Context: an optimization exercise on an open-source flow, tuned for small area, a short achievable clock period and few clock cycles. The choices shown serve that exercise and are no tape-out recipe.
At most, simulation tests tie the RTL to the original design; equivalence was not proved.
Function not checked in runs 1 to 3: the RTL went through the layout flow alone.
In every run shown here, the design's own scripts or RTL, not TritonCTS, make the clock network.
The clock port is modelled as an ideal driver, which makes a skipped or thinned clock tree look cheaper than it is; a real chip needs a root buffer or a tree.
No activity file was given, so power comes from the tool's default toggle rates.

**flow/flow/run.sh**
```bash
#!/bin/bash
# The standard layout (standard.sh, unchanged synthesis) with two changes:
#  - the port buffers are buf_2 instead of the delay cells buffer_ports
#    picks by default;
#  - clock tree: manual_cts.tcl replaces TritonCTS's H-tree with a balanced
#    two-level tree (the port drives 4 clkbuf_8, each driving 2 clkbuf_16
#    that drive one eighth of the registers, split by position).
# The tool output goes to standard.log in this folder.
set -euo pipefail
here=$(pwd)
{
  echo 'export BUFFER_PORTS_ARGS = -buffer_cell sky130_fd_sc_hd__buf_2'
  echo "export PRE_CTS_TCL = $here/flow/manual_cts.tcl"
  echo 'export MAN_CTS_LEAVES = 8'
  echo 'export MAN_CTS_MIDS = 4'
  echo 'export MAN_CTS_LEAF_CELL = sky130_fd_sc_hd__clkbuf_16'
  echo 'export MAN_CTS_MID_CELL = sky130_fd_sc_hd__clkbuf_8'
} >> "$FLOW_CONFIG"
bash standard.sh > standard.log 2>&1
```
**flow/flow/manual_cts.tcl**
```tcl
# Clock tree: the clock port drives a few clkbuf_16, each driving the clock
# pins of one quarter of the registers (split by x, then by y), placed at
# the quarter's centre. Replaces TritonCTS's H-tree, which puts two levels
# of buffers between the port and the registers in a design this small.
proc man_cts_split {items key} {
  set sorted [lsort -real -index $key $items]
  set n [llength $sorted]
  set h [expr {$n / 2}]
  return [list [lrange $sorted 0 [expr {$h - 1}]] [lrange $sorted $h end]]
}

proc man_cts_build {nleaf nmid leaf_cell mid_cell} {
  set block [ord::get_db_block]
  set clk_net [$block findNet i_clk]
  set leaf_master [[ord::get_db] findMaster $leaf_cell]
  set mid_master [[ord::get_db] findMaster $mid_cell]
  set sinks {}
  foreach it [$clk_net getITerms] {
    set inst [$it getInst]
    set box [$inst getBBox]
    set x [expr {([$box xMin] + [$box xMax]) / 2.0}]
    set y [expr {([$box yMin] + [$box yMax]) / 2.0}]
    lappend sinks [list $it $x $y]
  }
  puts "manual cts: [llength $sinks] clock sinks"
  set groups [list $sinks]
  while {[llength $groups] < $nleaf} {
    set next {}
    foreach g $groups {
      # split along the longer side
      set xs {}; set ys {}
      foreach s $g { lappend xs [lindex $s 1]; lappend ys [lindex $s 2] }
      set dx [expr {[tcl::mathfunc::max {*}$xs] - [tcl::mathfunc::min {*}$xs]}]
      set dy [expr {[tcl::mathfunc::max {*}$ys] - [tcl::mathfunc::min {*}$ys]}]
      set key [expr {$dx >= $dy ? 1 : 2}]
      lappend next {*}[man_cts_split $g $key]
    }
    set groups $next
  }
  # leaves at their group centres; with nmid > 0, groups of leaves share a
  # mid buffer driven by the port, else the port drives the leaves
  set leaves {}
  set i 0
  foreach g $groups {
    set sx 0.0; set sy 0.0
    foreach s $g { set sx [expr {$sx + [lindex $s 1]}]; set sy [expr {$sy + [lindex $s 2]}] }
    set cx [expr {int($sx / [llength $g])}]
    set cy [expr {int($sy / [llength $g])}]
    set inst [odb::dbInst_create $block $leaf_master "clkbuf_man_$i"]
    set net [odb::dbNet_create $block "clknet_man_$i"]
    $net setSigType CLOCK
    [$inst findITerm X] connect $net
    foreach s $g {
      set it [lindex $s 0]
      $it disconnect
      $it connect $net
    }
    $inst setLocation $cx $cy
    $inst setPlacementStatus PLACED
    lappend leaves [list $inst $cx $cy]
    puts "manual cts: clkbuf_man_$i drives [llength $g] sinks at ($cx, $cy)"
    incr i
  }
  if {$nmid == 0} {
    foreach l $leaves { [[lindex $l 0] findITerm A] connect $clk_net }
    return
  }
  set per [expr {[llength $leaves] / $nmid}]
  for {set m 0} {$m < $nmid} {incr m} {
    set part [lrange $leaves [expr {$m * $per}] [expr {($m + 1) * $per - 1}]]
    set sx 0.0; set sy 0.0
    foreach l $part { set sx [expr {$sx + [lindex $l 1]}]; set sy [expr {$sy + [lindex $l 2]}] }
    set cx [expr {int($sx / [llength $part])}]
    set cy [expr {int($sy / [llength $part])}]
    set inst [odb::dbInst_create $block $mid_master "clkbuf_man_mid_$m"]
    set net [odb::dbNet_create $block "clknet_man_mid_$m"]
    $net setSigType CLOCK
    [$inst findITerm A] connect $clk_net
    [$inst findITerm X] connect $net
    foreach l $part { [[lindex $l 0] findITerm A] connect $net }
    $inst setLocation $cx $cy
    $inst setPlacementStatus PLACED
    puts "manual cts: clkbuf_man_mid_$m drives [llength $part] leaves at ($cx, $cy)"
  }
}

rename clock_tree_synthesis orfs_clock_tree_synthesis
proc clock_tree_synthesis {args} {
  man_cts_build $::env(MAN_CTS_LEAVES) $::env(MAN_CTS_MIDS) $::env(MAN_CTS_LEAF_CELL) $::env(MAN_CTS_MID_CELL)
}
```
**flow/standard.sh**
```bash
#!/bin/bash
# synth_recipe.tcl (not shown) runs the flow's synth.tcl, then flattens the netlist and writes it again
# the make line also repeats each setting of config.mk as NAME=value (left out here)
make -C /OpenROAD-flow-scripts/flow DESIGN_CONFIG=/design/flow/config.mk WORK_HOME=/design/flow/orfs CLKGATE_MAP_FILE= SYNTH_SCRIPT=/design/flow/synth_recipe.tcl "${@:-finish}"
```
**flow/config.mk**
```make
export PLATFORM = sky130hd
export DESIGN_NAME = conv_input_feeder
export DESIGN_NICKNAME = conv_input_feeder
export VERILOG_FILES = /design/flow/design.v
export SDC_FILE = /design/flow/constraint.sdc
export NUM_CORES = 4
export LEC_CHECK = 0
export CAP_MARGIN = 20
export CORE_MARGIN = 2
export CORE_UTILIZATION = 40
export SLEW_MARGIN = 20
export BUFFER_PORTS_ARGS = -buffer_cell sky130_fd_sc_hd__buf_2
export PRE_CTS_TCL = /design/flow/flow/manual_cts.tcl
export MAN_CTS_LEAVES = 8
export MAN_CTS_MIDS = 4
export MAN_CTS_LEAF_CELL = sky130_fd_sc_hd__clkbuf_16
export MAN_CTS_MID_CELL = sky130_fd_sc_hd__clkbuf_8
```
**flow/constraint.sdc**
```tcl
create_clock -name core_clock -period 10.0 [get_ports {i_clk}]
set_input_delay 2.0000 -clock core_clock [delete_from_list [all_inputs] [get_ports {i_clk}]]
set_output_delay 2.0000 -clock core_clock [all_outputs]
set_load 0.01 [all_outputs]
```
**flow/design.v**
```verilog
package conv_feed_pkg;
    localparam int PIX_W        = 8;
    localparam int PIX_PER_WORD = 8;
    localparam int SRAM_W       = PIX_W * PIX_PER_WORD;
    localparam int WIN_ROWS     = 3;
    localparam int TAPS         = WIN_ROWS * WIN_ROWS;
    localparam int DIM_W        = 8;
    localparam int COL_W        = $clog2(PIX_PER_WORD);
    localparam logic [1:0] SLOT_ABOVE = 2'd0;
    localparam logic [1:0] SLOT_BELOW = 2'd2;
    typedef logic signed [PIX_W-1:0] pixel_t;
    typedef logic [SRAM_W-1:0] sram_word_t;
    typedef struct packed {
        logic [DIM_W-1:0] height;
        logic [DIM_W-1:0] width;
        logic [DIM_W-1:0] channel;
    } geom_t;
    typedef struct packed {
        logic       valid;
        logic [1:0] slot;
        logic       pad;
        logic       col_end;
        logic       run_end;
    } load_t;
    typedef logic [TAPS*PIX_W-1:0] window_t;
    typedef struct packed {
        logic [TAPS-1:0] valid;
        window_t         taps;
        logic            last;
    } feed_t;
    function automatic logic [PIX_W-1:0] pix_at(input logic [SRAM_W-1:0] w, input logic [COL_W-1:0] p);
        pix_at = w[p*PIX_W +: PIX_W];
    endfunction
endpackage
`timescale 1ns/100ps
module delay_line #(
    parameter int W     = 1,
    parameter int DEPTH = 1
) (
    input  logic i_clk,
    input  logic i_rst,
    input  logic [W-1:0] i_d,
    output logic [W-1:0] o_q
);
    if (DEPTH == 0) begin : g_pass
        assign o_q = i_d;
    end else begin : g_chain
        logic [W-1:0] stage [DEPTH];
        always_ff @(posedge i_clk) begin
            if (i_rst) begin
                for (int i = 0; i < DEPTH; i++) begin
                    stage[i] <= '0;
                end
            end else begin
                stage[0] <= i_d;
                for (int i = 1; i < DEPTH; i++) begin
                    stage[i] <= stage[i-1];
                end
            end
        end
        assign o_q = stage[DEPTH-1];
    end
endmodule
`timescale 1ns/100ps
module tap_skew (
    input  logic                      i_clk,
    input  logic                      i_rst,
    input  conv_feed_pkg::window_t    i_win,
    input  logic                      i_win_valid,
    input  logic                      i_win_last,
    output conv_feed_pkg::feed_t      o_feed
);
    localparam int TAPS = conv_feed_pkg::TAPS;
    conv_feed_pkg::window_t taps_d;
    logic [TAPS-1:0]        valid_d;
    logic                   last_d;
    for (genvar k = 0; k < TAPS; k++) begin : g_tap
        delay_line #(
            .W     (conv_feed_pkg::PIX_W),
            .DEPTH (k)
        ) u_pix (
            .i_clk (i_clk),
            .i_rst (i_rst),
            .i_d   (i_win[k*conv_feed_pkg::PIX_W +: conv_feed_pkg::PIX_W]),
            .o_q   (taps_d[k*conv_feed_pkg::PIX_W +: conv_feed_pkg::PIX_W])
        );
        delay_line #(
            .W     (1),
            .DEPTH (k)
        ) u_stb (
            .i_clk (i_clk),
            .i_rst (i_rst),
            .i_d   (i_win_valid),
            .o_q   (valid_d[k])
        );
    end
    delay_line #(
        .W     (1),
        .DEPTH (TAPS - 1)
    ) u_last (
        .i_clk (i_clk),
        .i_rst (i_rst),
        .i_d   (i_win_last),
        .o_q   (last_d)
    );
    assign o_feed = {valid_d, taps_d, last_d};
endmodule
`timescale 1ns/100ps
module window_builder (
    input  logic                          i_clk,
    input  logic                          i_rst,
    input  conv_feed_pkg::load_t          i_tag,
    input  conv_feed_pkg::sram_word_t     i_rd_data,
    output conv_feed_pkg::window_t        o_win,
    output logic                          o_win_valid,
    output logic                          o_win_last
);
    localparam int ROWS  = conv_feed_pkg::WIN_ROWS;
    localparam int COL_W = conv_feed_pkg::COL_W;
    localparam logic [COL_W-1:0] X_LAST = COL_W'(conv_feed_pkg::PIX_PER_WORD - 1);
    conv_feed_pkg::sram_word_t cur  [ROWS];
    conv_feed_pkg::sram_word_t nxt  [ROWS];
    conv_feed_pkg::pixel_t     left [ROWS];
    conv_feed_pkg::window_t    win_next;
    logic             running;
    logic             start_pend;
    logic [COL_W-1:0] x;
    logic             nxt_col_end;
    logic             nxt_run_end;
    logic             cur_col_end;
    logic             cur_run_end;
    logic             shift;
    assign shift = start_pend || (running && x == X_LAST);
    always_comb begin
        win_next = '0;
        for (int i = 0; i < ROWS; i++) begin
            if (x == '0) begin
                win_next[(ROWS*i)*conv_feed_pkg::PIX_W +: conv_feed_pkg::PIX_W] = left[i];
            end else begin
                win_next[(ROWS*i)*conv_feed_pkg::PIX_W +: conv_feed_pkg::PIX_W] = conv_feed_pkg::pix_at(cur[i], x - 1'b1);
            end
            win_next[(ROWS*i+1)*conv_feed_pkg::PIX_W +: conv_feed_pkg::PIX_W] = conv_feed_pkg::pix_at(cur[i], x);
            if (x != X_LAST) begin
                win_next[(ROWS*i+2)*conv_feed_pkg::PIX_W +: conv_feed_pkg::PIX_W] = conv_feed_pkg::pix_at(cur[i], x + 1'b1);
            end else if (!cur_col_end) begin
                win_next[(ROWS*i+2)*conv_feed_pkg::PIX_W +: conv_feed_pkg::PIX_W] = conv_feed_pkg::pix_at(nxt[i], '0);
            end
        end
    end
    always_ff @(posedge i_clk) begin
        if (i_rst) begin
            running     <= 1'b0;
            start_pend  <= 1'b0;
            x           <= '0;
            nxt_col_end <= 1'b0;
            nxt_run_end <= 1'b0;
            cur_col_end <= 1'b0;
            cur_run_end <= 1'b0;
            o_win_valid <= 1'b0;
            o_win_last  <= 1'b0;
        end else begin
            start_pend  <= i_tag.valid && i_tag.slot == conv_feed_pkg::SLOT_BELOW && !running;
            o_win_valid <= running;
            o_win_last  <= running && x == X_LAST && cur_run_end;
            if (i_tag.valid) begin
                nxt_col_end <= i_tag.col_end;
                nxt_run_end <= i_tag.run_end;
            end
            if (start_pend) begin
                running     <= 1'b1;
                x           <= '0;
                cur_col_end <= nxt_col_end;
                cur_run_end <= nxt_run_end;
            end else if (running) begin
                x <= x + 1'b1;
                if (x == X_LAST) begin
                    cur_col_end <= nxt_col_end;
                    cur_run_end <= nxt_run_end;
                    if (cur_col_end) begin
                        running <= 1'b0;
                    end
                end
            end
        end
    end
    always_ff @(posedge i_clk) begin
        if (i_tag.valid) begin
            nxt[i_tag.slot] <= i_tag.pad ? '0 : i_rd_data;
        end
        if (shift) begin
            for (int i = 0; i < ROWS; i++) begin
                cur[i] <= nxt[i];
                if (start_pend || cur_col_end) begin
                    left[i] <= '0;
                end else begin
                    left[i] <= conv_feed_pkg::pix_at(cur[i], X_LAST);
                end
            end
        end
        o_win <= win_next;
    end
endmodule
`timescale 1ns/100ps
module addr_sequencer #(
    parameter int ADDR_W = 16
) (
    input  logic                         i_clk,
    input  logic                         i_rst,
    input  logic                         i_start,
    input  conv_feed_pkg::geom_t         i_geom,
    input  logic                         i_done,
    output logic                         o_rd_en,
    output logic [ADDR_W-1:0]            o_rd_addr,
    output conv_feed_pkg::load_t         o_tag,
    output logic                         o_busy
);
    localparam int CYC_W = conv_feed_pkg::COL_W;
    localparam int DIM_W = conv_feed_pkg::DIM_W;
    localparam logic [CYC_W-1:0] CYC_LAST = CYC_W'(conv_feed_pkg::PIX_PER_WORD - 1);
    localparam logic [CYC_W-1:0] PRE_LAST = CYC_W'(conv_feed_pkg::WIN_ROWS - 1);
    conv_feed_pkg::geom_t geom;
    logic                 busy;
    logic                 active;
    logic                 prefetch;
    logic [CYC_W-1:0]     cyc;
    logic [DIM_W-1:0]     row;
    logic [DIM_W-1:0]     col;
    logic [ADDR_W-1:0]    row_addr;
    logic [3*DIM_W-1:0]   chan_base;
    logic [DIM_W-1:0]     fetch_col;
    logic [1:0]           slot;
    logic [ADDR_W-1:0]    slot_addr;
    logic                 last_col;
    logic                 last_row;
    logic                 fetch;
    logic                 pad;
    logic                 accept;
    assign chan_base = i_geom.channel * i_geom.height * i_geom.width;
    assign accept   = i_start && !o_busy;
    assign last_col = (col == geom.width - 1'b1);
    assign last_row = (row == geom.height - 1'b1);
    assign slot     = cyc[1:0];
    assign fetch_col = prefetch ? '0 : col + 1'b1;
    assign fetch     = active && (prefetch || (cyc <= PRE_LAST && !last_col));
    assign pad = (slot == conv_feed_pkg::SLOT_ABOVE && row == '0) ||
                 (slot == conv_feed_pkg::SLOT_BELOW && last_row);
    always_comb begin
        case (slot)
            conv_feed_pkg::SLOT_ABOVE: slot_addr = row_addr - ADDR_W'(geom.width);
            conv_feed_pkg::SLOT_BELOW: slot_addr = row_addr + ADDR_W'(geom.width);
            default:                   slot_addr = row_addr;
        endcase
    end
    assign o_rd_addr = slot_addr + ADDR_W'(fetch_col);
    assign o_rd_en   = fetch && !pad;
    assign o_busy    = busy && !i_done;
    always_ff @(posedge i_clk) begin
        if (i_rst) begin
            busy     <= 1'b0;
            active   <= 1'b0;
            prefetch <= 1'b0;
            cyc      <= '0;
            row      <= '0;
            col      <= '0;
            o_tag    <= '0;
        end else begin
            o_tag.valid   <= fetch;
            o_tag.slot    <= slot;
            o_tag.pad     <= pad;
            o_tag.col_end <= (fetch_col == geom.width - 1'b1);
            o_tag.run_end <= (fetch_col == geom.width - 1'b1) && last_row;
            if (accept) begin
                busy     <= 1'b1;
                active   <= 1'b1;
                prefetch <= 1'b1;
                cyc      <= '0;
                row      <= '0;
                col      <= '0;
            end else begin
                if (i_done) begin
                    busy <= 1'b0;
                end
                if (active) begin
                    if (prefetch) begin
                        if (cyc == PRE_LAST) begin
                            prefetch <= 1'b0;
                            cyc      <= '0;
                        end else begin
                            cyc <= cyc + 1'b1;
                        end
                    end else if (cyc == CYC_LAST) begin
                        cyc <= '0;
                        if (!last_col) begin
                            col <= col + 1'b1;
                        end else if (last_row) begin
                            active <= 1'b0;
                        end else begin
                            row      <= row + 1'b1;
                            col      <= '0;
                            prefetch <= 1'b1;
                        end
                    end else begin
                        cyc <= cyc + 1'b1;
                    end
                end
            end
        end
    end
    always_ff @(posedge i_clk) begin
        if (accept) begin
            geom     <= i_geom;
            row_addr <= ADDR_W'(chan_base);
        end else if (active && !prefetch && cyc == CYC_LAST && last_col) begin
            row_addr <= row_addr + ADDR_W'(geom.width);
        end
    end
endmodule
`timescale 1ns/100ps
module conv_input_feeder (
    input  logic                          i_clk,
    input  logic                          i_rst,
    input  logic                          i_start,
    input  logic [23:0]                   i_geom,
    output logic                          o_rd_en,
    output logic [15:0]                   o_rd_addr,
    input  logic [63:0]                   i_rd_data,
    output logic [81:0]                   o_feed,
    output logic                          o_busy,
    output logic                          o_done
);
    logic        busy;
    logic        idle;        
    logic        rd_en;
    logic        done;
    logic        mode_a;      
    logic        mode_b;      
    logic [2:0]  p8;
    logic [7:0]  g_h;         
    logic [7:0]  g_c;         
    logic [15:0] raddr;       
    logic        op_prod;     
    logic        op_run;
    logic        op_neg;
    logic        op_cin;
    logic        gen;         
    logic [7:0]  cw;          
    logic        row0;        
    logic        z2;          
    logic [3:1]  ed;          
    logic [7:6]  ed_hi;
    logic [8:1]  vd;          
    logic [8:0]  en;          
    logic        last;
    logic [31:0] s0, s2;      
    logic [15:0] s1;
    logic        accept;
    logic        e0;
    logic        z2_nx;
    logic        busy_nx;
    logic        mode_a_nx;
    logic        mode_b_nx;
    logic [2:0]  p8_nx;
    logic [2:0]  p8_inc;
    logic        mode_a_go;
    logic        mode_b_go;
    logic [7:0]  cw_dec;
    logic [15:0] add_b;
    logic [16:0] raddr_sum;
    logic [15:0] prod;        
    logic [15:0] prod_add;
    logic [15:0] quarter;
    assign accept    = i_start && idle;
    assign e0        = gen ? (p8 == 3'd7 && cw == 8'd0) : 1'b1;
    assign z2_nx     = (p8 == 3'd6) ? (g_h == 8'd1) : z2;
    assign busy_nx   = accept || (busy && !last);
    assign cw_dec    = cw - 8'd1;
    assign p8_inc    = p8 + 3'd1;
    assign p8_nx     = accept ? 3'd3 : p8_inc;
    assign mode_a_go = mode_a && p8 != 3'd1;
    assign mode_b_go = mode_b ? p8 != 3'd1 : (mode_a && p8 == 3'd1);
    assign mode_a_nx = accept || mode_a_go;
    assign mode_b_nx = !accept && mode_b_go;
    always_ff @(posedge i_clk) begin
        if (i_rst) begin
            busy   <= 1'b0;
            idle   <= 1'b1;
            rd_en  <= 1'b0;
            done   <= 1'b0;
            mode_a <= 1'b0;
            mode_b <= 1'b0;
            gen    <= 1'b0;
            vd     <= '0;
            last   <= 1'b0;
        end else begin
            busy   <= busy_nx;
            idle   <= !busy_nx;
            rd_en  <= accept || busy;
            done   <= last;
            last   <= vd[7] && !vd[6];
            vd     <= {vd[7:1], gen};
            mode_a <= mode_a_nx;
            mode_b <= mode_b_nx;
            if (mode_b && p8 == 3'd7) begin
                gen <= 1'b1;
            end else if (gen && p8 == 3'd7 && cw == 8'd0 && g_h == 8'd1) begin
                gen <= 1'b0;
            end
        end
    end
    always_ff @(posedge i_clk) begin
        p8 <= p8_nx;
        if (idle) begin
            g_h <= i_geom[23:16];
        end else if (gen && p8 == 3'd7 && cw == 8'd0) begin
            g_h <= g_h - 8'd1;
        end
        if (idle) begin
            g_c <= {i_geom[6:0], 1'b0};
        end else if (mode_a) begin
            g_c <= {g_c[6:0], 1'b0};
        end else if (mode_b && !gen) begin
            g_c <= cw_dec;
        end
        if (idle) begin
            cw <= i_geom[15:8];
        end else if (mode_b && p8 == 3'd7) begin
            cw   <= cw_dec;
        end else if (gen && p8 == 3'd7) begin
            cw <= (cw == 8'd0) ? g_c : cw_dec;
        end
        op_prod <= mode_b_go && g_h[p8_inc - 3'd2];
        op_run  <= !mode_a_go && !mode_b_go;
        op_neg  <= p8_inc[0] ^ p8_inc[1];
        op_cin  <= !mode_a_go && !mode_b_go &&
                   (p8_inc == 3'd0 || p8_inc == 3'd1 || p8_inc == 3'd3 ||
                    p8_inc == 3'd4 || p8_inc == 3'd6);
        if (mode_a) begin
            raddr <= '0;
        end else begin
            raddr <= raddr_sum[16:1];
        end
    end
    assign add_b = ({16{op_prod}} & prod)
                 | ({16{op_run}} & ({{8{op_neg}}, g_c ^ {8{op_neg}}}));
    assign raddr_sum = {raddr, 1'b1} + {add_b, op_cin};
    assign prod     = s2[15:0];
    assign prod_add = {prod[14:0], 1'b0} + (g_c[7] ? {8'd0, cw} : 16'd0);
    assign o_rd_addr = raddr;
    assign o_rd_en   = rd_en;
    always_ff @(posedge i_clk) begin
        if (mode_b && p8 == 3'd7) begin
            row0 <= 1'b1;
        end else if (gen && p8 == 3'd7 && cw == 8'd0) begin
            row0 <= 1'b0;
        end
        ed    <= {ed[2:1], e0};
        ed_hi <= {ed_hi[6], !en[5]};
        if (p8 == 3'd6) z2 <= (g_h == 8'd1);
        en[0] <= !(e0    || row0);
        en[1] <= !row0;
        en[2] <= !(ed[1] || row0);
        en[3] <= !ed[3];
        en[4] <= 1'b1;
        en[5] <= en[3];
        en[6] <= !(ed_hi[6] || z2_nx);
        en[7] <= !z2_nx;
        en[8] <= !(ed_hi[7] || z2_nx);
    end
    always_comb begin
        case (p8[2:1])
            2'd0:    quarter = i_rd_data[63:48];
            2'd1:    quarter = i_rd_data[15:0];
            2'd2:    quarter = i_rd_data[31:16];
            default: quarter = i_rd_data[47:32];
        endcase
    end
    always_ff @(posedge i_clk) begin
        s1[15:8] <= quarter[15:8];
        s1[7:0]  <= p8[0] ? quarter[7:0] : s1[15:8];
        s0[31:24] <= p8[2] ? i_rd_data[63:56] : i_rd_data[31:24];
        if (p8[1:0] == 2'd0) s0[23:0] <= p8[2] ? i_rd_data[55:32] : i_rd_data[23:0];
        else                 s0[23:0] <= s0[31:8];
        s2[31:24] <= p8[2] ? i_rd_data[31:24] : i_rd_data[63:56];
        if (p8[1:0] == 2'd2) s2[23:16] <= p8[2] ? i_rd_data[23:16] : i_rd_data[55:48];
        else                 s2[23:16] <= s2[31:24];
        if (idle)                  s2[15:0] <= i_geom[7] ? {8'd0, i_geom[15:8]} : 16'd0;
        else if (mode_a)           s2[15:0] <= prod_add;
        else if (mode_b)           s2[15:0] <= {prod[14:0], 1'b0};
        else if (p8[1:0] == 2'd2)  s2[15:0] <= p8[2] ? i_rd_data[15:0] : i_rd_data[47:32];
        else                       s2[15:0] <= s2[23:8];
    end
    logic [71:0] taps;
    always_comb begin
        for (int j = 0; j < 3; j++) begin
            taps[(0+j)*8 +: 8] = s0[7:0] & {8{en[0+j]}};
            taps[(3+j)*8 +: 8] = s1[7:0] & {8{en[3+j]}};
            taps[(6+j)*8 +: 8] = s2[7:0] & {8{en[6+j]}};
        end
    end
    assign o_feed = {vd, gen, taps, last};
    assign o_busy = busy;
    assign o_done = done;
endmodule
```
==> impl_metrics.py, run 1 <==
metrics = {
    "yosys": {
        "synth_top_family_by_area": "simple AND/OR/NAND/NOR gates",
        "synth_area_per_cell_um2": 9.06,
        "synth_fa_ha_area_share_pct": 5.09,
        "synth_xor_area_share_pct": 3.54,
        "syn_area_um2": 8400,
        "post_synth_num_cell_types": 56,
        "postSynthCellCount": 928,
        "ys_ff_latch": 158,
        "yosys-top-cells-count": "135 x dfxtp_1, 99 x nor2_1, 81 x a21oi_1",
        "synth_edf_count": 23,
        "synthMuxAreaShare_pct": 13.1,
        "synth_top_area_share_pct": 32.2,
        "synth_top_area_cell": "dfxtp_1",
        "ys_warn_count": 1,
        "synth_fp_nets": 1052,
        "netlist_top_cells_area": "dfxtp_1 32%, edfxtp_1 8.2%, mux2i_1 6.4%, and2_1 5.4%, a21oi_1 4.8%",
        "async_flop_share_pct": 0,
        "yosysMostFrequentCell": "dfxtp_1",
        "synth_ff_type": "dfxtp_1",
        "synth-simple-area-share_pct": 19.2,
        "synth_compound_area_share_pct": 14.3,
        "yosysSeqAreaShare_pct": 40.4,
    },
    "sta": {
        "slew_viol_final": 0,
        "hold_viol": 0,
        "fin_skew_ps": 30.0,
        "fmax_mhz": 317,
        "fin_tns_setup_ps": 0,
        "period_share_pct": 31.6,
        "setup_viol_count_final": 0,
        "rsz0062_at_grt": "no",
        "fin_crit_ps": 3160,
        "worstMarginPinSlew_ps": 961,
        "max-slew-margin-rel_pct": 35.9,
    },
    "grt": {
        "grtUsageTotal_pct": 19.4,
        "grt_overflow": 0,
        "grt_max_degree": 79,
        "grt_pass1_vias": 6411,
        "antenna_found_initial": 0,
        "grt_first_pass_wirelength_um": 34600,
    },
    "hold_path": {
        "hold_path_end": "ed[3]",
        "hold_start": "ed[2]",
        "hold-path-cell-count": 0,
        "min_path_type": "flip-flop to flip-flop",
    },
    "worst_setup_path": {
        "worstPathMaxFanout": 7,
        "cp-start-kind": "flip-flop",
        "cpLargestDelayFamily": "flip-flops",
        "arrival_ps": 1160,
        "cp_data_required_time_ps": 8000,
        "critPathSlowestCell": "dfxtp_1",
        "r2r-end": "raddr[11]",
        "crit_buf_inv": 1,
        "worst-setup-path-type": "flip-flop to output port",
        "endpoint_kind": "output port",
        "cpPeakStageDelay_ps": 550,
        "crit_chain": "and2_1 -> buf_2",
        "r2r_start": "op_neg",
        "r2r_setup_slack_ps": 7000,
        "r2r.worst_path.cells": 9,
    },
    "cells_and_area": {
        "n_antenna_cell": 0,
        "postLayoutCoreUtil_pct": 46.6,
        "drive_gt1_share_pct": 23.9,
        "fin_nets": 1202,
        "fin_area_um2": 9710,
        "area_delta_synth_final_pct": 15.5,
    },
    "place": {
        "place.gp.congestion": 0.826,
        "place_area_um2": 9450,
        "place_hpwl_um": 17600,
        "port_buffers": 191,
    },
    "cts": {
        "clkTransAtPathRegs_ps": 90,
        "insertion_delay_ps": 300,
        "cts_resized": 0,
        "holdBufCountCts": 0,
        "post_cts_buffers": 0,
    },
    "drt": {
        "wl_per_cell_um": 16.7,
        "dr.pass1.iters": 5,
        "vias": 6962,
        "drc_errors": 0,
        "top_layer": "met4",
        "wl_met2_um": 10400,
        "met3_length_um": 1270,
        "detail_route.iter0.violations": 326,
        "detail-route-antenna-nets": 0,
        "wl_um": 22600,
        "m1WireLength_um": 10600,
        "vias_per_cell": 5.15,
    },
    "die": {
        "io_pins": 192,
        "die_h_um": 149,
        "die_w_um": 149,
        "dieArea_um2": 22200,
        "core_area_um2": 20800,
        "start_util_pct": 40.4,
        "rows": 53,
    },
    "power": {
        "peakVddDrop_v": 0.000117,
        "leakage_nw": 4.40,
        "p_per_area_nw_per_um2": 256,
    },
    "flow_run": {
        "max-cap-violations": 0,
    },
    "status": {
        "status": "complete, no violations",
    },
}
## sequential cells by signal (all words and copies together) (netlist names), 2 cells and up
register  count
g_h           8
s1           16
s0           32
en            8
ed            3
g_c           8
s2           32
cw            8
ed_hi         2
vd            8
p8            3
raddr        16
## how the worst max path moves through the flow
stage / endpoint / slack (ps) / cells after the start / startpoint
after floorplan: s1[0] / 7190 / 2 / i_rd_data[32]
after global placement: s2[5] / 6900 / 7 / i_rd_data[5]
after detailed placement: s2[5] / 6880 / 7 / i_rd_data[5]
after CTS: s2[5] / 6870 / 7 / i_rd_data[5]
after global routing: o_feed[50] / 6770 / 2 / s2[1]
final: o_feed[50] / 6840 / 2 / s2[1]
## final cells by class
class	count	area (um2)
multi-input cells	692	4650
flip-flops and latches	158	3400
inverters	17	63.8
repair buffers	197	1000
well taps	275	344
plain buffers	12	255
fillers	2087	11100
## cells by family after synthesis
logic type / count (synthesis)
flops: 158
compound gates: 202
fa+ha+maj: 33
simple gates: 329
buf+inv: 78
xor+xnor: 34
mux: 94
## per-layer routing
layer,GRT usage [%],up-vias
li1,-,3524
met1,27.5,3183
met2,32.7,234
met3,1.90,21
met4,3.00,0
met5,0,-
## report_power, final
part           internal (mW)  leakage [nW]  switching [mW]  total (mW)
clock network          0.180         0.127           0.196       0.377
logic                  0.525          2.91           0.592        1.12
registers              0.835          1.37           0.156       0.991
total                   1.54          4.40           0.945        2.48
## layout by cell type, fill, tap and decap left out, drive strengths merged, types with 4 or more instances in the layout
master  count
a211oi     18
a21o        9
a21oi      81
a22o        9
a22oi       5
and2       73
buf       197
clkbuf     12
dfxtp     135
edfxtp     23
ha         31
inv        17
mux2       30
mux2i      54
mux4       10
nand2      79
nand2b     10
nand3      17
nor2       99
nor2b      19
nor3       12
o211ai      5
o21ai      55
o31ai       4
or3         4
xnor2      12
xor2       22
## metrics by stage
step	setup slack, ps	power [mW]	std cells	hold slack [ps]
after floorplan	7190	1.83	928	310
after global placement	6900	2.11	1339	315
after detailed placement	6880	2.12	1339	322
after CTS	6870	2.42	1351	332
after global routing	6770	2.66	1351	370
final	6840	2.48	1351	371
==> run 2: changes to the inputs <==
--- a/flow/design.v
+++ b/flow/design.v
@@ -435,13 +435,9 @@
                    (p8_inc == 3'd0 || p8_inc == 3'd1 || p8_inc == 3'd3 ||
                     p8_inc == 3'd4 || p8_inc == 3'd6);
-        if (mode_a) begin
-            raddr <= '0;
-        end else begin
-            raddr <= raddr_sum[16:1];
-        end
+        raddr <= raddr_sum[16:1];
     end
     assign add_b = ({16{op_prod}} & prod)
                  | ({16{op_run}} & ({{8{op_neg}}, g_c ^ {8{op_neg}}}));
-    assign raddr_sum = {raddr, 1'b1} + {add_b, op_cin};
+    assign raddr_sum = {raddr & {16{!mode_a}}, 1'b1} + {add_b, op_cin};
     assign prod     = s2[15:0];
     assign prod_add = {prod[14:0], 1'b0} + (g_c[7] ? {8'd0, cw} : 16'd0);
--- a/flow/flow/run.sh
+++ b/flow/flow/run.sh
@@ -16,4 +16,5 @@
   echo 'export MAN_CTS_LEAF_CELL = sky130_fd_sc_hd__clkbuf_16'
   echo 'export MAN_CTS_MID_CELL = sky130_fd_sc_hd__clkbuf_8'
+  echo 'export MAN_SIZE_OUTPUTS = 1'
 } >> "$FLOW_CONFIG"
 bash standard.sh > standard.log 2>&1
--- a/flow/flow/manual_cts.tcl
+++ b/flow/flow/manual_cts.tcl
@@ -87,4 +87,53 @@
 rename clock_tree_synthesis orfs_clock_tree_synthesis
 proc clock_tree_synthesis {args} {
+  if {[info exists ::env(MAN_SIZE_OUTPUTS)] && $::env(MAN_SIZE_OUTPUTS)} { man_size_outputs }
   man_cts_build $::env(MAN_CTS_LEAVES) $::env(MAN_CTS_MIDS) $::env(MAN_CTS_LEAF_CELL) $::env(MAN_CTS_MID_CELL)
 }
+
+# Output paths: upsize the gate in front of each output port buffer and the
+# flip-flops feeding it (drive strength only; the cell functions stay).
+proc man_upsize {inst from to} {
+  set m [$inst getMaster]
+  if {[$m getName] eq $from} {
+    set nm [[ord::get_db] findMaster $to]
+    $inst swapMaster $nm
+    return 1
+  }
+  return 0
+}
+
+proc man_driver_inst {iterm} {
+  set net [$iterm getNet]
+  if {$net eq "NULL" || $net eq ""} { return "" }
+  foreach it [$net getITerms] {
+    if {[$it isOutputSignal]} { return [$it getInst] }
+  }
+  return ""
+}
+
+proc man_size_outputs {} {
+  set block [ord::get_db_block]
+  set n 0
+  foreach bt [$block getBTerms] {
+    if {[$bt getIoType] ne "OUTPUT"} { continue }
+    set net [$bt getNet]
+    set buf ""
+    foreach it [$net getITerms] { if {[$it isOutputSignal]} { set buf [$it getInst] } }
+    if {$buf eq ""} { continue }
+    set g [man_driver_inst [$buf findITerm A]]
+    if {$g eq ""} { continue }
+    set gm [[$g getMaster] getName]
+    if {[string match *dfxtp_1 $gm]} {
+      incr n [man_upsize $g sky130_fd_sc_hd__dfxtp_1 sky130_fd_sc_hd__dfxtp_2]
+      continue
+    }
+    incr n [man_upsize $g sky130_fd_sc_hd__and2_1 sky130_fd_sc_hd__and2_2]
+    foreach it [$g getITerms] {
+      if {![$it isInputSignal]} { continue }
+      set f [man_driver_inst $it]
+      if {$f eq ""} { continue }
+      incr n [man_upsize $f sky130_fd_sc_hd__dfxtp_1 sky130_fd_sc_hd__dfxtp_2]
+    }
+  }
+  puts "manual sizing: $n cells upsized on output paths"
+}
--- a/flow/config.mk
+++ b/flow/config.mk
@@ -16,2 +16,3 @@
 export MAN_CTS_LEAF_CELL = sky130_fd_sc_hd__clkbuf_16
 export MAN_CTS_MID_CELL = sky130_fd_sc_hd__clkbuf_8
+export MAN_SIZE_OUTPUTS = 1
==> impl_metrics.py, run 2 <==
metrics = {
    "drt": {
        "wl_um": 21900,
        "vias": 6894,
        "detail-route-antenna-nets": 0,
        "detail_route.iter0.violations": 336,
        "vias_per_cell": 5.13,
        "wl_per_cell_um": 16.3,
        "drc_errors": 0,
        "dr.pass1.iters": 5,
    },
    "yosys": {
        "ys_warn_count": 1,
        "yosysSeqAreaShare_pct": 40.1,
        "ys_ff_latch": 158,
        "netlist_top_cells_area": "dfxtp_1 32%, edfxtp_1 8.2%, mux2i_1 6.3%, and2_1 5.4%, a21oi_1 4.7%",
        "async_flop_share_pct": 0,
        "yosysMostFrequentCell": "dfxtp_1",
        "synth_edf_count": 23,
        "synth_area_per_cell_um2": 9.16,
        "synth_top_area_share_pct": 32.0,
        "post_synth_num_cell_types": 58,
        "synth_top_area_cell": "dfxtp_1",
        "synth_fp_nets": 1047,
        "yosys-top-cells-count": "135 x dfxtp_1, 91 x nor2_1, 80 x a21oi_1",
        "postSynthCellCount": 923,
        "synth_ff_type": "dfxtp_1",
        "syn_area_um2": 8450,
    },
    "place": {
        "place.gp.congestion": 0.856,
        "place_area_um2": 9490,
        "port_buffers": 191,
        "dp_slack_ps": 6710,
        "place_hpwl_um": 16700,
    },
    "power": {
        "leakage_nw": 4.49,
        "clkPwrFrac_pct": 15.1,
        "p_seq_share_pct": 40.5,
        "internal_power_mw": 1.57,
        "p_per_area_nw_per_um2": 252,
        "pwr-share-comb_pct": 44.4,
        "switchingPower_uw": 926,
        "p_sw_share_pct": 37.1,
        "peakVddDrop_v": 0.000105,
    },
    "hold_path": {
        "hold_path_end": "ed[2]",
        "min_path_type": "flip-flop to flip-flop",
        "hold_start": "ed[1]",
        "hold-path-cell-count": 0,
    },
    "sta": {
        "fmax_mhz": 324,
        "max-slew-margin-rel_pct": 41.2,
        "setup_viol_count_final": 0,
        "slew_viol_final": 0,
        "fin_tns_setup_ps": 0,
        "period_share_pct": 30.9,
        "fin_ws_ps": 6910,
        "rsz0062_at_grt": "no",
        "fin_skew_ps": 18.8,
        "fin_crit_ps": 3090,
        "worstMarginPinSlew_ps": 860,
        "whs_ps": 348,
        "hold_viol": 0,
    },
    "die": {
        "die_h_um": 149,
        "core_area_um2": 20900,
        "rows": 53,
        "start_util_pct": 40.5,
        "dieArea_um2": 22300,
        "die_w_um": 149,
        "io_pins": 192,
    },
    "grt": {
        "grt_first_pass_wirelength_um": 34100,
        "grtUsageTotal_pct": 18.9,
        "grt_overflow": 0,
        "grt_max_degree": 71,
        "grt_pass1_vias": 6513,
        "antenna_found_initial": 0,
    },
    "worst_setup_path": {
        "cpPeakStageDelay_ps": 490,
        "arrival_ps": 1090,
        "worstPathMaxFanout": 10,
        "critPathSlowestCell": "dfxtp_2",
        "cp-start-kind": "flip-flop",
        "crit_chain": "and2_2 -> buf_2",
        "cp_data_required_time_ps": 8000,
        "endpoint_kind": "output port",
        "crit_buf_inv": 1,
        "cpLargestDelayFamily": "flip-flops",
        "worst-setup-path-type": "flip-flop to output port",
        "r2r_start": "op_neg",
        "r2r_setup_slack_ps": 7150,
        "r2r.worst_path.cells": 9,
        "r2r-end": "raddr[13]",
    },
    "cells_and_area": {
        "n_antenna_cell": 0,
        "nFillCells": 2071,
        "drive_gt1_share_pct": 35.5,
        "fin_nets": 1196,
        "reg_top3": "s0 (32), s2 (32)",
        "mostFrequentLayoutCells": "191 x buf_2, 91 x nor2_1, 80 x a21oi_1",
        "fin_area_um2": 9900,
        "final_common_cell": "buf_2",
        "area_delta_synth_final_pct": 17.2,
    },
    "cts": {
        "clkTransAtPathRegs_ps": 90,
        "holdBufCountCts": 0,
        "post_cts_buffers": 0,
        "cts_resized": 0,
        "insertion_delay_ps": 300,
    },
    "status": {
        "status": "complete, no violations",
    },
    "flow_run": {
        "max-cap-violations": 0,
    },
}
[run 2: cell types whose count changed after synthesis, sizes merged, moves of 6 or more]
| cell | previous run | this run |
|---|---|---|
| nand2 | 79 | 73 |
| a211oi | 18 | 31 |
| nor2 | 99 | 91 |
| xnor2 | 12 | 22 |
| o21ai | 55 | 42 |
| nor2b | 19 | 30 |
[run 2: power by group through the flow]
stage	logic, mW	clock network, mW	registers, mW
finish	1.11	0.377	1.01
global route	1.24	0.412	1.04
CTS	1.11	0.294	1.03
detailed placement	1.11	0	1.01
global placement	1.09	0	1.01
floorplan	0.905	0	0.936
[run 2: cells by family (layout without fill, tap and decap cells)]
family	after synthesis	in the layout	share of synthesized area (%)
simple gates	323	323	19.2
compound gates	193	193	13.8
flops	158	158	40.1
mux	89	89	12.4
buf+inv	80	227	4.51
xor+xnor	47	47	4.87
fa+ha+maj	33	33	5.06
[run 2: metrics by stage]
stage | instances | total power [mW] | utilization, %
floorplan | 923 | 1.84 | -
global placement | 1333 | 2.10 | 45.4
detailed placement | 1333 | 2.12 | 45.4
CTS | 1345 | 2.44 | 47.4
global route | 1345 | 2.69 | 47.4
finish | 1345 | 2.50 | 47.4
[run 2: worst max-delay path by stage]
| stage | slack, ps | cells after the start | end | startpoint |
|---|---|---|---|---|
| 6_report | 6910 | 2 | o_feed[72] | s2[7] |
| 4_1_cts | 6690 | 4 | s2[0] | i_rd_data[0] |
| 3_3_place_gp | 6670 | 4 | s2[0] | i_rd_data[0] |
| 5_1_grt | 6870 | 2 | o_feed[64] | s2[7] |
| 2_1_floorplan | 7190 | 2 | s1[0] | i_rd_data[32] |
| 3_5_place_dp | 6710 | 4 | s2[0] | i_rd_data[0] |
[run 2: routing by layer]
layer / global-route usage (%) / up-vias / wire [um]
met5: 0 / - / 0
met4: 2.62 / 0 / 301
met3: 1.74 / 20 / 1250
li1: - / 3490 / -
met2: 32.0 / 180 / 10300
met1: 26.8 / 3204 / 10100
[run 2: final cells by class]
type	instances	area, um2	share of cell area (%)
tap	275	344	3.47
inverter	18	67.6	0.682
sequential	158	3470	35.1
multi-input combinational	685	4760	48.1
timing repair buffer	197	1000	10.1
buffer	12	255	2.58
[run 2: worst register-to-register path, delay by kind of cell, from the launching register on]
| kind | cells | cell delay, ps |
|---|---|---|
| xor gates and xnor gates | 1 | 120 |
| DFF | 1 | 620 |
| and+or+nand+nor | 3 | 700 |
| adders and majority gates | 1 | 320 |
| AOI/OAI and AO/OA | 4 | 1030 |
==> run 3: changes to the inputs <==
--- a/flow/flow/run.sh
+++ b/flow/flow/run.sh
@@ -16,5 +16,4 @@
   echo 'export MAN_CTS_LEAF_CELL = sky130_fd_sc_hd__clkbuf_16'
   echo 'export MAN_CTS_MID_CELL = sky130_fd_sc_hd__clkbuf_8'
-  echo 'export MAN_SIZE_OUTPUTS = 1'
 } >> "$FLOW_CONFIG"
 bash standard.sh > standard.log 2>&1
--- a/flow/config.mk
+++ b/flow/config.mk
@@ -16,3 +16,2 @@
 export MAN_CTS_LEAF_CELL = sky130_fd_sc_hd__clkbuf_16
 export MAN_CTS_MID_CELL = sky130_fd_sc_hd__clkbuf_8
-export MAN_SIZE_OUTPUTS = 1
==> impl_metrics.py, run 3 <==
metrics = {
    "yosys": {
        "synth_fa_ha_area_share_pct": 5.06,
        "syn_area_um2": 8450,
        "ys_ff_latch": 158,
        "synth_top_area_cell": "dfxtp_1",
        "synth_area_per_cell_um2": 9.16,
        "synth_edf_count": 23,
        "synth_top_area_share_pct": 32.0,
        "post_synth_num_cell_types": 58,
        "synth_compound_area_share_pct": 13.8,
        "synth_ff_type": "dfxtp_1",
        "yosys-top-cells-count": "135 x dfxtp_1, 91 x nor2_1, 80 x a21oi_1",
        "yosysSeqAreaShare_pct": 40.1,
        "synth_xor_area_share_pct": 4.87,
        "synthMuxAreaShare_pct": 12.4,
        "postSynthCellCount": 923,
        "async_flop_share_pct": 0,
        "yosysMostFrequentCell": "dfxtp_1",
        "netlist_top_cells_area": "dfxtp_1 32%, edfxtp_1 8.2%, mux2i_1 6.3%, and2_1 5.4%, a21oi_1 4.7%",
        "ys_warn_count": 1,
        "synth-simple-area-share_pct": 19.2,
        "synth_fp_nets": 1047,
        "synth_top_family_by_area": "simple AND/OR/NAND/NOR gates",
    },
    "grt": {
        "grt_pass1_vias": 6420,
        "grtUsageTotal_pct": 18.7,
        "grt_max_degree": 71,
        "antenna_found_initial": 0,
        "grt_overflow": 0,
        "grt_first_pass_wirelength_um": 33800,
    },
    "hold_path": {
        "hold-path-cell-count": 0,
        "min_path_type": "flip-flop to flip-flop",
    },
    "worst_setup_path": {
        "r2r_setup_slack_ps": 7160,
        "r2r_start": "op_neg",
        "r2r.worst_path.cells": 9,
        "cp-startpoint": "s2[7]",
        "worstPathMaxFanout": 10,
        "r2r-end": "raddr[13]",
        "cp-start-kind": "flip-flop",
        "cp_data_required_time_ps": 8000,
        "endpoint_kind": "output port",
        "critPathCapture": "o_feed[56]",
        "worst-setup-path-type": "flip-flop to output port",
        "arrival_ps": 1210,
    },
    "drt": {
        "vias": 6864,
        "drc_errors": 0,
        "detail_route.iter0.violations": 328,
        "wl_um": 21800,
        "vias_per_cell": 5.10,
        "wl_per_cell_um": 16.2,
        "dr.pass1.iters": 5,
        "detail-route-antenna-nets": 0,
    },
    "power": {
        "peakVddDrop_v": 0.000105,
        "clkPwrFrac_pct": 15.2,
        "p_seq_share_pct": 40.2,
        "internal_power_mw": 1.55,
        "switchingPower_uw": 927,
        "leakage_nw": 4.43,
        "p_per_area_nw_per_um2": 254,
        "pwr-share-comb_pct": 44.6,
        "p_sw_share_pct": 37.4,
    },
    "die": {
        "io_pins": 192,
        "die_h_um": 149,
        "core_area_um2": 20900,
        "start_util_pct": 40.5,
        "dieArea_um2": 22300,
        "rows": 53,
        "die_w_um": 149,
    },
    "place": {
        "place_hpwl_um": 16700,
        "dpl.cell_count": 1333,
        "place.gp.congestion": 0.856,
        "port_buffers": 191,
        "place_area_um2": 9490,
    },
    "cells_and_area": {
        "area_delta_synth_final_pct": 15.3,
        "nFillCells": 2094,
        "final_common_cell": "buf_2",
        "n_antenna_cell": 0,
        "fin_nets": 1196,
        "mostFrequentLayoutCells": "191 x buf_2, 133 x dfxtp_1, 91 x nor2_1",
        "drive_gt1_share_pct": 23.8,
        "fin_area_um2": 9750,
        "reg_top3": "s0 (32), s2 (32)",
        "layout.cells.non_filler": 1345,
    },
    "sta": {
        "fin_tns_setup_ps": 0,
        "period_share_pct": 32.1,
        "rsz0062_at_grt": "no",
        "max-slew-margin-rel_pct": 41.9,
        "fin_skew_ps": 19.8,
        "hold_viol": 0,
        "worstMarginPinSlew_ps": 871,
        "setup_viol_count_final": 0,
        "slew_viol_final": 0,
        "fin_crit_ps": 3210,
        "fmax_mhz": 311,
    },
    "cts": {
        "holdBufCountCts": 0,
        "cts_resized": 0,
        "post_cts_buffers": 0,
        "insertion_delay_ps": 300,
        "clkTransAtPathRegs_ps": 90,
    },
    "status": {
        "status": "complete, no violations",
    },
    "flow_run": {
        "max-cap-violations": 0,
    },
}
[run 3: cell counts after synthesis]
No cell type changed its count.
[run 3: per-stage QoR]
| step | utilization, % | hold slack, ps | power [mW] | setup WS, ps |
|---|---|---|---|---|
| after floorplan | - | 310 | 1.84 | 7190 |
| after global placement | 45.4 | 340 | 2.10 | 6670 |
| after detailed placement | 45.4 | 345 | 2.12 | 6710 |
| after CTS | 46.7 | 347 | 2.42 | 6700 |
| after global routing | 46.7 | 369 | 2.66 | 6730 |
| final | 46.7 | 347 | 2.48 | 6790 |
[run 3: how the worst min path moves through the flow]
stage / start / end / slack (ps)
floorplan: ed[2] / ed[3] / 310
global placement: ed[1] / ed[2] / 340
detailed placement: ed[3] / en[3] / 350
CTS: ed[3] / en[3] / 350
global route: ed[3] / en[3] / 370
finish: ed[1] / ed[2] / 350
[run 3: critical path, cell delays in order, from the launching register on]
cell and delay [ps]:
dfxtp_1 610, and2_1 190, buf_2 120
[run 3: metal layers]
metal / share of wire [%] / vias up / global-route usage (%)
met3: 4.4 / 18 / 1.65
met2: 46 / 155 / 31.4
met5: 0 / - / 0
met1: 48 / 3196 / 26.9
met4: 1.2 / 0 / 2.52
li1: - / 3495 / -
[run 3: cell type report]
type                            instances  area, um2  area share (%)
Sequential cell                       158       3400            34.9
Timing Repair Buffer                  197       1000            10.3
Buffer                                 12        255            2.62
Inverter                               18       67.6           0.693
Tap cell                              275        344            3.53
Multi-Input combinational cell        685       4680            48.0
[run 3: logic make-up after synthesis]
logic type,Yosys count
compound gates,193
simple gates,323
fa+ha+maj,33
mux,89
xor+xnor,47
flops,158
buf+inv,80
[run 3: power by group through the flow]
stage	Clock (mW)	Sequential [mW]	Combinational, mW
after floorplan	0	0.936	0.905
after global placement	0	1.01	1.09
after detailed placement	0	1.01	1.11
after CTS	0.294	1.01	1.11
after global routing	0.409	1.02	1.23
final	0.376	0.997	1.10
==> run 4: changes to the inputs <==
--- a/flow/design.v
+++ b/flow/design.v
@@ -338,4 +338,6 @@
     logic [7:0]  g_h;         
     logic [7:0]  g_c;         
+    logic [7:0]  acc;         
+    logic [8:0]  mul_sum;
     logic [15:0] raddr;       
     logic        op_prod;     
@@ -368,5 +370,4 @@
     logic [16:0] raddr_sum;
     logic [15:0] prod;        
-    logic [15:0] prod_add;
     logic [15:0] quarter;
     assign accept    = i_start && idle;
@@ -416,9 +417,12 @@
         end
         if (idle) begin
-            g_c <= {i_geom[6:0], 1'b0};
+            acc <= i_geom[0] ? {1'b0, i_geom[15:9]} : 8'd0;
+            g_c <= {i_geom[0] & i_geom[8], i_geom[7:1]};
         end else if (mode_a) begin
-            g_c <= {g_c[6:0], 1'b0};
-        end else if (mode_b && !gen) begin
-            g_c <= cw_dec;
+            acc <= mul_sum[8:1];
+            g_c <= {mul_sum[0], g_c[7:1]};
+        end else if (mode_b) begin
+            acc <= {acc[6:0], g_c[7]};
+            g_c <= (p8 == 3'd1) ? cw : {g_c[6:0], 1'b0};
         end
         if (idle) begin
@@ -440,6 +444,6 @@
                  | ({16{op_run}} & ({{8{op_neg}}, g_c ^ {8{op_neg}}}));
     assign raddr_sum = {raddr & {16{!mode_a}}, 1'b1} + {add_b, op_cin};
-    assign prod     = s2[15:0];
-    assign prod_add = {prod[14:0], 1'b0} + (g_c[7] ? {8'd0, cw} : 16'd0);
+    assign prod     = {acc, g_c};
+    assign mul_sum  = {1'b0, acc} + (g_c[0] ? {1'b0, cw} : 9'd0);
     assign o_rd_addr = raddr;
     assign o_rd_en   = rd_en;
@@ -478,11 +482,6 @@
         else                 s0[23:0] <= s0[31:8];
         s2[31:24] <= p8[2] ? i_rd_data[31:24] : i_rd_data[63:56];
-        if (p8[1:0] == 2'd2) s2[23:16] <= p8[2] ? i_rd_data[23:16] : i_rd_data[55:48];
-        else                 s2[23:16] <= s2[31:24];
-        if (idle)                  s2[15:0] <= i_geom[7] ? {8'd0, i_geom[15:8]} : 16'd0;
-        else if (mode_a)           s2[15:0] <= prod_add;
-        else if (mode_b)           s2[15:0] <= {prod[14:0], 1'b0};
-        else if (p8[1:0] == 2'd2)  s2[15:0] <= p8[2] ? i_rd_data[15:0] : i_rd_data[47:32];
-        else                       s2[15:0] <= s2[23:8];
+        if (p8[1:0] == 2'd2) s2[23:0] <= p8[2] ? i_rd_data[23:0] : i_rd_data[55:32];
+        else                 s2[23:0] <= s2[31:8];
     end
     logic [71:0] taps;
==> impl_metrics.py, run 4 <==
metrics = {
    "status": {
        "status": "complete, no violations",
    },
    "worst_setup_path": {
        "cpLargestDelayFamily": "flip-flops",
        "crit_buf_inv": 1,
        "arrival_ps": 1100,
        "critPathSlowestCell": "dfxtp_1",
        "r2r.worst_path.cells": 9,
        "cp-start-kind": "flip-flop",
        "endpoint_kind": "output port",
        "worstPathMaxFanout": 9,
        "cp_num_cells": 2,
        "cpPeakStageDelay_ps": 510,
        "r2r_setup_slack_ps": 7190,
        "cp_data_required_time_ps": 8000,
        "worst-setup-path-type": "flip-flop to output port",
        "crit_chain": "and2_1 -> buf_2",
    },
    "place": {
        "port_buffers": 191,
        "place.gp.congestion": 0.879,
        "place_hpwl_um": 16700,
    },
    "sta": {
        "fin_tns_setup_ps": 0,
        "fin_skew_ps": 27.4,
        "fmax_mhz": 323,
        "period_share_pct": 31.0,
        "worstMarginPinSlew_ps": 1100,
        "rsz0062_at_grt": "no",
        "max-slew-margin-rel_pct": 26.6,
        "slew_viol_final": 0,
        "setup_viol_count_final": 0,
        "fin_crit_ps": 3100,
        "hold_viol": 0,
    },
    "drt": {
        "dr.pass1.iters": 4,
        "vias_per_cell": 5.04,
        "detail_route.iter0.violations": 314,
        "wl_per_cell_um": 16.4,
        "drc_errors": 0,
        "vias": 6782,
        "wl_um": 22100,
        "detail-route-antenna-nets": 0,
    },
    "die": {
        "die_w_um": 151,
        "io_pins": 192,
        "dieArea_um2": 22700,
        "start_util_pct": 40.8,
        "die_h_um": 151,
        "rows": 53,
        "core_area_um2": 21100,
    },
    "cts": {
        "clkTransAtPathRegs_ps": 90,
        "post_cts_buffers": 0,
        "holdBufCountCts": 0,
        "cts_resized": 0,
        "insertion_delay_ps": 310,
    },
    "yosys": {
        "synth_ff_type": "dfxtp_1",
        "synth_area_per_cell_um2": 9.36,
        "async_flop_share_pct": 0,
        "synth_top_area_share_pct": 31.2,
        "yosysSeqAreaShare_pct": 42.3,
        "netlist_top_cells_area": "dfxtp_1 31%, edfxtp_1 11%, mux2i_1 7.6%, and2_1 5.6%, a21oi_1 5.0%",
        "syn_area_um2": 8600,
        "ys_warn_count": 1,
        "postSynthCellCount": 919,
        "ys_ff_latch": 166,
        "post_synth_num_cell_types": 56,
        "yosys-top-cells-count": "134 x dfxtp_1, 88 x nor2_1, 86 x a21oi_1",
        "synth_top_area_cell": "dfxtp_1",
        "synth_edf_count": 32,
        "yosysMostFrequentCell": "dfxtp_1",
        "synth_fp_nets": 1044,
    },
    "cells_and_area": {
        "drive_gt1_share_pct": 23.5,
        "nFillCells": 2064,
        "multi_input_area_um2": 4610,
        "fin_nets": 1197,
        "reg_top3": "s0 (32), s2 (32)",
        "final_common_cell": "buf_2",
        "area_delta_synth_final_pct": 15.4,
        "mostFrequentLayoutCells": "191 x buf_2, 132 x dfxtp_1, 88 x nor2_1",
        "register_area_um2": 3650,
    },
    "grt": {
        "grt_overflow": 0,
        "antenna_found_initial": 0,
        "grt_first_pass_wirelength_um": 34700,
        "grt_pass1_vias": 6462,
        "grt_max_degree": 77,
        "grtUsageTotal_pct": 19.1,
    },
    "power": {
        "pwr-share-comb_pct": 47.3,
        "p_seq_share_pct": 38.6,
        "peakVddDrop_v": 0.000135,
        "p_total_mw": 2.75,
        "leakage_nw": 4.51,
        "p_sw_share_pct": 38.5,
        "p_per_area_nw_per_um2": 277,
        "internal_power_mw": 1.69,
        "clkPwrFrac_pct": 14.1,
        "switchingPower_mw": 1.06,
    },
    "hold_path": {
        "min_path_type": "flip-flop to flip-flop",
        "hold-path-cell-count": 0,
    },
    "flow_run": {
        "max-cap-violations": 0,
    },
}
-- run 4: cell types whose count changed in the layout (fill, tap and decap cells not counted), moves of 9 or more --
cell      change
xor2_1       -14
edfxtp_1      +9
a211oi_1     -26
o21ai_1      -10
mux2i_1      +12
o21ai_0      +12
-- run 4: area by class of cell --
cell class,instances,share of cell area [%]
Inverter,20,0.756
Antenna cell,1,0.0252
Multi-Input combinational cell,675,46.4
Buffer,12,2.57
Timing Repair Buffer,197,10.1
Sequential cell,166,36.7
Tap cell,275,3.46
-- run 4: stage by stage --
stage	instance area (um2)	utilization [%]	hold slack, ps	worst slack, ps	instances
4_1_cts	9930	47.1	313	7040	1345
3_5_place_dp	9670	45.9	313	7040	1333
6_report	9930	47.1	333	6900	1346
2_1_floorplan	8600	-	310	7190	919
3_3_place_gp	9670	45.9	314	7060	1333
5_1_grt	9930	47.1	351	6800	1345
-- run 4: worst paths after layout --
check	start	to
setup / recovery	en[3]	o_feed[26]
hold / removal	ed[2]	ed[3]
setup reg to reg	mode_a	raddr[14]
hold reg to reg	ed[2]	ed[3]
-- run 4: kinds of logic (layout without fill, tap and decap cells) --
| kind of cell | Yosys count | after routing | synth area share (%) |
|---|---|---|---|
| compound gates | 189 | 189 | 13.1 |
| buf+inv | 78 | 229 | 4.14 |
| fa+ha+maj | 34 | 34 | 5.12 |
| simple gates | 322 | 322 | 18.8 |
| flops | 166 | 166 | 42.3 |
| mux | 100 | 100 | 13.5 |
| other cells | 0 | 1 | 0 |
| xor+xnor | 30 | 30 | 3.05 |
-- run 4: routing by layer --
metal	track usage, %	vias to the layer above	routed length (um)
li1	-	3497	-
met1	27.6	3125	10700
met2	31.5	128	10200
met3	1.64	32	734
met4	3.97	0	492
met5	0	-	0
-- run 4: worst reg2reg max path, delay by kind of cell, from the launching register on --
kind,cells,cell delay (ps)
buffers and inverters,2,500
and+or+nand+nor,2,470
DFF,1,310
AOI/OAI and AO/OA,4,1130
adders and majority gates,1,310
-- run 4: power groups by stage --
stage | Sequential, mW | Combinational, mW | Clock [mW]
6_report | 1.06 | 1.30 | 0.386
5_1_grt | 1.09 | 1.45 | 0.419
4_1_cts | 1.08 | 1.30 | 0.299
3_5_place_dp | 1.08 | 1.30 | 0
3_3_place_gp | 1.08 | 1.29 | 0
2_1_floorplan | 1.03 | 0.997 | 0
Testbench counts of run 4, summed over its fixed seeds: cycles 61,088.
==> run 5: changes to the inputs <==
--- a/flow/flow/run.sh
+++ b/flow/flow/run.sh
@@ -16,4 +16,5 @@
   echo 'export MAN_CTS_LEAF_CELL = sky130_fd_sc_hd__clkbuf_16'
   echo 'export MAN_CTS_MID_CELL = sky130_fd_sc_hd__clkbuf_8'
+  echo 'export MAN_SIZE_OUTPUTS = 1'
 } >> "$FLOW_CONFIG"
 bash standard.sh > standard.log 2>&1
--- a/flow/config.mk
+++ b/flow/config.mk
@@ -16,2 +16,3 @@
 export MAN_CTS_LEAF_CELL = sky130_fd_sc_hd__clkbuf_16
 export MAN_CTS_MID_CELL = sky130_fd_sc_hd__clkbuf_8
+export MAN_SIZE_OUTPUTS = 1
==> impl_metrics.py, run 5 <==
metrics = {
    "place": {
        "place_hpwl_um": 16700,
        "port_buffers": 191,
        "place.gp.congestion": 0.879,
    },
    "die": {
        "dieArea_um2": 22700,
        "rows": 53,
        "die_w_um": 151,
        "io_pins": 192,
        "core_area_um2": 21100,
        "die_h_um": 151,
        "start_util_pct": 40.8,
    },
    "yosys": {
        "yosysSeqAreaShare_pct": 42.3,
        "synth_ff_type": "dfxtp_1",
        "async_flop_share_pct": 0,
        "ys_warn_count": 1,
        "synth_top_area_share_pct": 31.2,
        "synth_edf_count": 32,
        "netlist_top_cells_area": "dfxtp_1 31%, edfxtp_1 11%, mux2i_1 7.6%, and2_1 5.6%, a21oi_1 5.0%",
        "synth_fp_nets": 1044,
        "synth_area_per_cell_um2": 9.36,
        "postSynthCellCount": 919,
        "ys_ff_latch": 166,
        "post_synth_num_cell_types": 56,
        "syn_area_um2": 8600,
        "synth_top_area_cell": "dfxtp_1",
        "yosys-top-cells-count": "134 x dfxtp_1, 88 x nor2_1, 86 x a21oi_1",
        "yosysMostFrequentCell": "dfxtp_1",
    },
    "sta": {
        "hold_viol": 0,
        "fin_tns_setup_ps": 0,
        "slew_viol_final": 0,
        "setup_viol_count_final": 0,
        "fin_crit_ps": 3000,
        "fmax_mhz": 334,
        "worstMarginPinSlew_ps": 1100,
        "period_share_pct": 30.0,
        "fin_skew_ps": 25.6,
        "whs_ps": 333,
        "rsz0062_at_grt": "no",
        "max-slew-margin-rel_pct": 26.8,
    },
    "cts": {
        "insertion_delay_ps": 310,
        "clkTransAtPathRegs_ps": 90,
        "cts_resized": 0,
        "holdBufCountCts": 0,
        "post_cts_buffers": 0,
    },
    "power": {
        "p_sw_share_pct": 38.1,
        "clkPwrFrac_pct": 13.8,
        "p_per_area_nw_per_um2": 276,
        "switchingPower_mw": 1.06,
        "p_total_mw": 2.79,
        "leakage_nw": 4.56,
        "peakVddDrop_v": 0.000135,
        "pwr-share-comb_pct": 47.2,
        "p_seq_share_pct": 38.9,
        "internal_power_mw": 1.72,
    },
    "drt": {
        "drc_errors": 0,
        "vias_per_cell": 5.08,
        "vias": 6840,
        "detail-route-antenna-nets": 0,
        "detail_route.iter0.violations": 316,
        "wl_per_cell_um": 16.6,
        "wl_um": 22300,
        "dr.pass1.iters": 4,
    },
    "worst_setup_path": {
        "cp_data_required_time_ps": 8000,
        "cp-startpoint": "en[5]",
        "critPathSlowestCell": "dfxtp_2",
        "endpoint_kind": "output port",
        "crit_buf_inv": 1,
        "cp-start-kind": "flip-flop",
        "r2r_start": "mode_a",
        "worst-setup-path-type": "flip-flop to output port",
        "crit_chain": "and2_2 -> buf_2",
        "cpPeakStageDelay_ps": 420,
        "cpLargestDelayFamily": "flip-flops",
        "worstPathMaxFanout": 9,
        "arrival_ps": 1000,
    },
    "cells_and_area": {
        "reg_top3": "s0 (32), s2 (32)",
        "fin_nets": 1197,
        "final_common_cell": "buf_2",
        "area_delta_synth_final_pct": 17.3,
        "drive_gt1_share_pct": 35.1,
        "mostFrequentLayoutCells": "191 x buf_2, 88 x nor2_1, 86 x a21oi_1",
        "nFillCells": 2072,
    },
    "hold_path": {
        "min_path_type": "flip-flop to flip-flop",
        "hold_start": "ed[2]",
    },
    "grt": {
        "grt_pass1_vias": 6549,
        "use_met1_pct": 27.6,
        "grt_overflow": 0,
        "top_usage_layer": "met2",
        "grt_first_pass_wirelength_um": 34900,
        "met2_usage_pct": 31.8,
        "grtUsageTotal_pct": 19.2,
        "gr-usage-met3_pct": 1.42,
        "antenna_found_initial": 0,
        "grt_max_degree": 77,
    },
    "flow_run": {
        "max-cap-violations": 0,
    },
    "status": {
        "status": "complete, no violations",
    },
}
==> run 5: power groups by stage <==
stage                     clock [mW]  combinational, mW  sequential [mW]
after floorplan                    0              0.997             1.03
after global placement             0               1.29             1.08
after detailed placement           0               1.30             1.08
after CTS                      0.299               1.32             1.10
after global routing           0.419               1.46             1.11
final                          0.386               1.32             1.08
==> run 5: logic make-up after synthesis <==
| group | share of synthesized area [%] |
|---|---|
| and+or+nand+nor | 18.8 |
| AOI/OAI and AO/OA | 13.1 |
| DFF | 42.3 |
| muxes | 13.5 |
| buffers and inverters | 4.14 |
| adders and majority gates | 5.12 |
| xor gates and xnor gates | 3.05 |
==> run 5: per-stage QoR <==
step | worst slack [ps] | std cells | area (um2) | utilization, %
6_report | 7000 | 1346 | 10100 | 47.8
5_1_grt | 6920 | 1345 | 10100 | 47.8
4_1_cts | 7040 | 1345 | 10100 | 47.8
3_5_place_dp | 7040 | 1333 | 9670 | 45.9
3_3_place_gp | 7060 | 1333 | 9670 | 45.9
2_1_floorplan | 7190 | 919 | 8600 | -
==> run 5: worst paths after layout <==
check,to,slack (ps),cells after the start
setup / recovery,o_feed[46],7000,2
hold / removal,ed[3],330,0
setup reg to reg,raddr[14],7190,9
hold reg to reg,ed[3],330,0
==> run 5: metal layers <==
metal	up-vias	wire (um)
li1	3499	-
met1	3166	10800
met2	139	10200
met3	36	739
met4	0	537
met5	-	0
==> run 5: final cells by class <==
cell class                      instances  area [um2]  area share, %
Timing Repair Buffer                  197        1000           9.92
Buffer                                 12         255           2.53
Multi-Input combinational cell        675        4690           46.5
Sequential cell                       166        3720           36.9
Inverter                               20        75.1          0.744
Tap cell                              275         344           3.41
Antenna cell                            1        2.50         0.0248

-- re-timing with driven ports --
How much do the figures lean on ideal ports? The routed layouts below were timed once more, with nothing changed but the port constraints. Step 1 assumes that a clkbuf_16 drives the clock port and a buf_2 every other input. Step 2 adds t to the input delays and takes it off the output delays; t is the mean of the earliest and latest rising clock arrival at the registers after step 1. Input paths then give back, and output paths get back, about the clock's delay inside the block. Three values: ideal, step 1, step 2; two values: the first two.
run | t (ns) | setup slack, ns | worst setup path after step 2
run 1 | 0.365 | 6.841 / 6.763 / 6.845 | input to register
run 2 | 0.362 | 6.909 / 6.834 / 6.669 | input to register
run 3 | 0.361 | 6.789 / 6.714 / 6.711 | input to register
run 4 | 0.371 | 6.902 / 6.825 / 7.012 | input to register
run 5 | 0.371 | 7.004 / 6.926 / 7.012 | input to register
After both steps setup and hold are still met in every run listed. For run 2, which loses most, drivers alone change the setup slack by -0.075 ns; drivers and shift together by -0.240 ns.
